From an optimization exercise on the open Yosys and OpenROAD flow, aimed at small area and a short achievable clock period; shortcuts taken in it are not production practice.
At most, simulation tests tie the RTL to the original design; equivalence was not proved.
Power figures rest on the tool's default switching activity, not on a simulated workload.

// executeStage
module executeStage (
    input  logic                         clk_i,
    input  logic                         rst_n_i,
    input  logic                         stall_i,
    input  logic                         bubble_i,
    input  logic [3:0]                   icode_i,
    input  logic [3:0]                   ifun_i,
    input  logic [2:0]                   stat_i,
    input  logic [y86Pkg::WORD_W-1:0]    valA_i,
    input  logic [y86Pkg::WORD_W-1:0]    valB_i,
    input  logic [y86Pkg::WORD_W-1:0]    valC_i,
    input  logic [3:0]                   dstE_i,
    input  logic [3:0]                   dstM_i,
    input  logic [3:0]                   srcA_i,      
    input  logic [3:0]                   srcB_i,
    output logic [3:0]                   icode_o,
    output logic [2:0]                   stat_o,
    output logic [y86Pkg::WORD_W-1:0]    valE_o,
    output logic [y86Pkg::WORD_W-1:0]    valA_o,
    output logic [3:0]                   dstE_o,
    output logic [3:0]                   dstM_o,
    output logic                         cnd_o
);
For scale: about 1600 cells after synthesis, about 370 I/O pins, ~0.017 mm2 of cells after synthesis.
export LEC_CHECK = 0
export CAP_MARGIN = 20
export CORE_MARGIN = 2
export CORE_UTILIZATION = 40
export SLEW_MARGIN = 20
create_clock -name core_clock -period 7.2 [get_ports {clk_i}]
standard.sh (not shown) runs the stock make flow with config.mk's settings and CLKGATE_MAP_FILE= SYNTH_SCRIPT=/design/flow/synth_recipe.tcl, a recipe that flattens the netlist after the stock synthesis.
==> flow/flow/run.sh <==
#!/bin/bash
set -euo pipefail
export BUFFER_PORTS_ARGS="-buffer_cell sky130_fd_sc_hd__buf_1"
export SETUP_SLACK_MARGIN=4.5
bash standard.sh finish > make_finish.log 2>&1
Change:
==> flow/flow/run.sh (replaced) <==
#!/bin/bash
set -euo pipefail
export BUFFER_PORTS_ARGS="-buffer_cell sky130_fd_sc_hd__buf_1"
export SETUP_SLACK_MARGIN=4.2
bash standard.sh finish > make_finish.log 2>&1
The changed run finished with timing, DRC and antenna clean.
Synthesized area does not change.
Routed wire length went down slightly.
Combinational power went down by a few percent.
Die area stays the same.
Power went up slightly.
No run of this note included a check of the RTL's function; only the layout flow was run.

* * *

Another version of the RTL of executeStage (not shown whole).
For scale: about 1,300 cells after synthesis, roughly 370 I/O pins, ~16,000 µm² of cells after synthesis.
Settings: LEC_CHECK=0, CAP_MARGIN=20, CORE_MARGIN=2, CORE_UTILIZATION=40, SLEW_MARGIN=20; clock period 7.2 ns.
==> flow/flow/run.sh <==
#!/bin/bash
set -euo pipefail
export BUFFER_PORTS_ARGS="-buffer_cell sky130_fd_sc_hd__buf_1"
export CTS_BUF_LIST="sky130_fd_sc_hd__clkbuf_8 sky130_fd_sc_hd__clkbuf_16"
export CTS_CLUSTER_SIZE=24
export CTS_CLUSTER_DIAMETER=100
export SETUP_SLACK_MARGIN=4.2
bash standard.sh finish > make_finish.log 2>&1
The first run completed with no timing, DRC or antenna violations.
Next try:
==> flow/flow/run.sh (replaced) <==
#!/bin/bash
set -euo pipefail
export BUFFER_PORTS_ARGS="-buffer_cell sky130_fd_sc_hd__buf_1"
export CTS_BUF_LIST="sky130_fd_sc_hd__clkbuf_4 sky130_fd_sc_hd__clkbuf_8"
export SETUP_SLACK_MARGIN=4.2
bash standard.sh finish > make_finish.log 2>&1
Effect: The new run produced a clean layout. Routed wire length is higher by 2.5%. Sequential share of layout area goes down by 2.2 points. Critical path depth does not change. Clock-buffer cell count grows by 77. Sequential power barely changes. Hold slack is worse by 0.0091 ns.
Next try:
==> flow/flow/run.sh (replaced) <==
#!/bin/bash
set -euo pipefail
export BUFFER_PORTS_ARGS="-buffer_cell sky130_fd_sc_hd__buf_1"
export CTS_BUF_LIST="sky130_fd_sc_hd__clkbuf_8 sky130_fd_sc_hd__clkbuf_16"
export CTS_CLUSTER_SIZE=30
export CTS_CLUSTER_DIAMETER=100
export SETUP_SLACK_MARGIN=4.2
bash standard.sh finish > make_finish.log 2>&1
=> Hold slack gets better by 0.014 ns; die area stays the same; total power drops by about a fifth; worst setup slack gets better by 0.0081 ns; combinational power drops slightly; sequential power is about the same; utilization drops by 2.4 points; design area drops by a few percent; sequential share of layout area climbs by 2.4 points; synthesized cell count is unchanged; cell count drops by a few percent.
Next try:
==> flow/flow/run.sh (replaced) <==
#!/bin/bash
set -euo pipefail
export BUFFER_PORTS_ARGS="-buffer_cell sky130_fd_sc_hd__buf_1"
export CTS_BUF_LIST="sky130_fd_sc_hd__clkbuf_4 sky130_fd_sc_hd__clkbuf_8"
export SETUP_SLACK_MARGIN=4.5
bash standard.sh finish > make_finish.log 2>&1
Outcome: Area after synthesis stays the same; utilization climbs by 5.1 points; worst setup slack is better by 0.13 ns; power rises by 21%; global-route usage came out higher by 0.91 points; via count rose by 4.8%; design area went up by 11%; cell count climbs by 6.0%; wire length went up by 6.1%; die area stays the same; non-clock buffer count is higher by 50.

-- static timing again, ports no longer ideal --
Ports are ideal in the flow. The routed layouts listed here were re-timed in OpenROAD.
Step 1, drivers: a clkbuf_16 drives clk_i and a buf_2 each remaining input, both assumed.
Step 2, shift: input delay + t, output delay - t, t = (earliest + latest rising clock arrival at the registers) / 2. This alone moves slack from input paths to output paths.
Three values: no drivers, after step 1, after step 2; two values: the first two.
| run | shift t [ns] | setup slack, ns | worst setup path at the end | clock arrival spread, ns | cell pins on the clock port's net |
|---|---|---|---|---|---|
| the first run of note 1 | 0.625 | 4.029 / 4.030 / 3.405 | input to register | 0.030 / 0.029 | 1 |
| the second run of note 1 | 0.615 | 4.046 / 4.046 / 3.541 | input to register | 0.015 / 0.015 | 1 |
| the first run of note 2 | 0.577 | 4.230 / 4.237 / 3.661 | input to register | 0.029 / 0.029 | 1 |
| the second run of note 2 | 0.647 | 4.219 / 4.220 / 3.573 | input to register | 0.021 / 0.020 | 1 |
| the third run of note 2 | 0.579 | 4.227 / 4.243 / 3.671 | input to register | 0.026 / 0.026 | 1 |
| the fourth run of note 2 | 0.673 | 4.354 / 4.348 / 3.675 | input to register | 0.028 / 0.028 | 1 |
After both steps setup and hold are still met in every run listed. For the fourth run of note 2, which loses most, drivers alone change the setup slack by -0.006 ns; drivers and shift together by -0.679 ns.
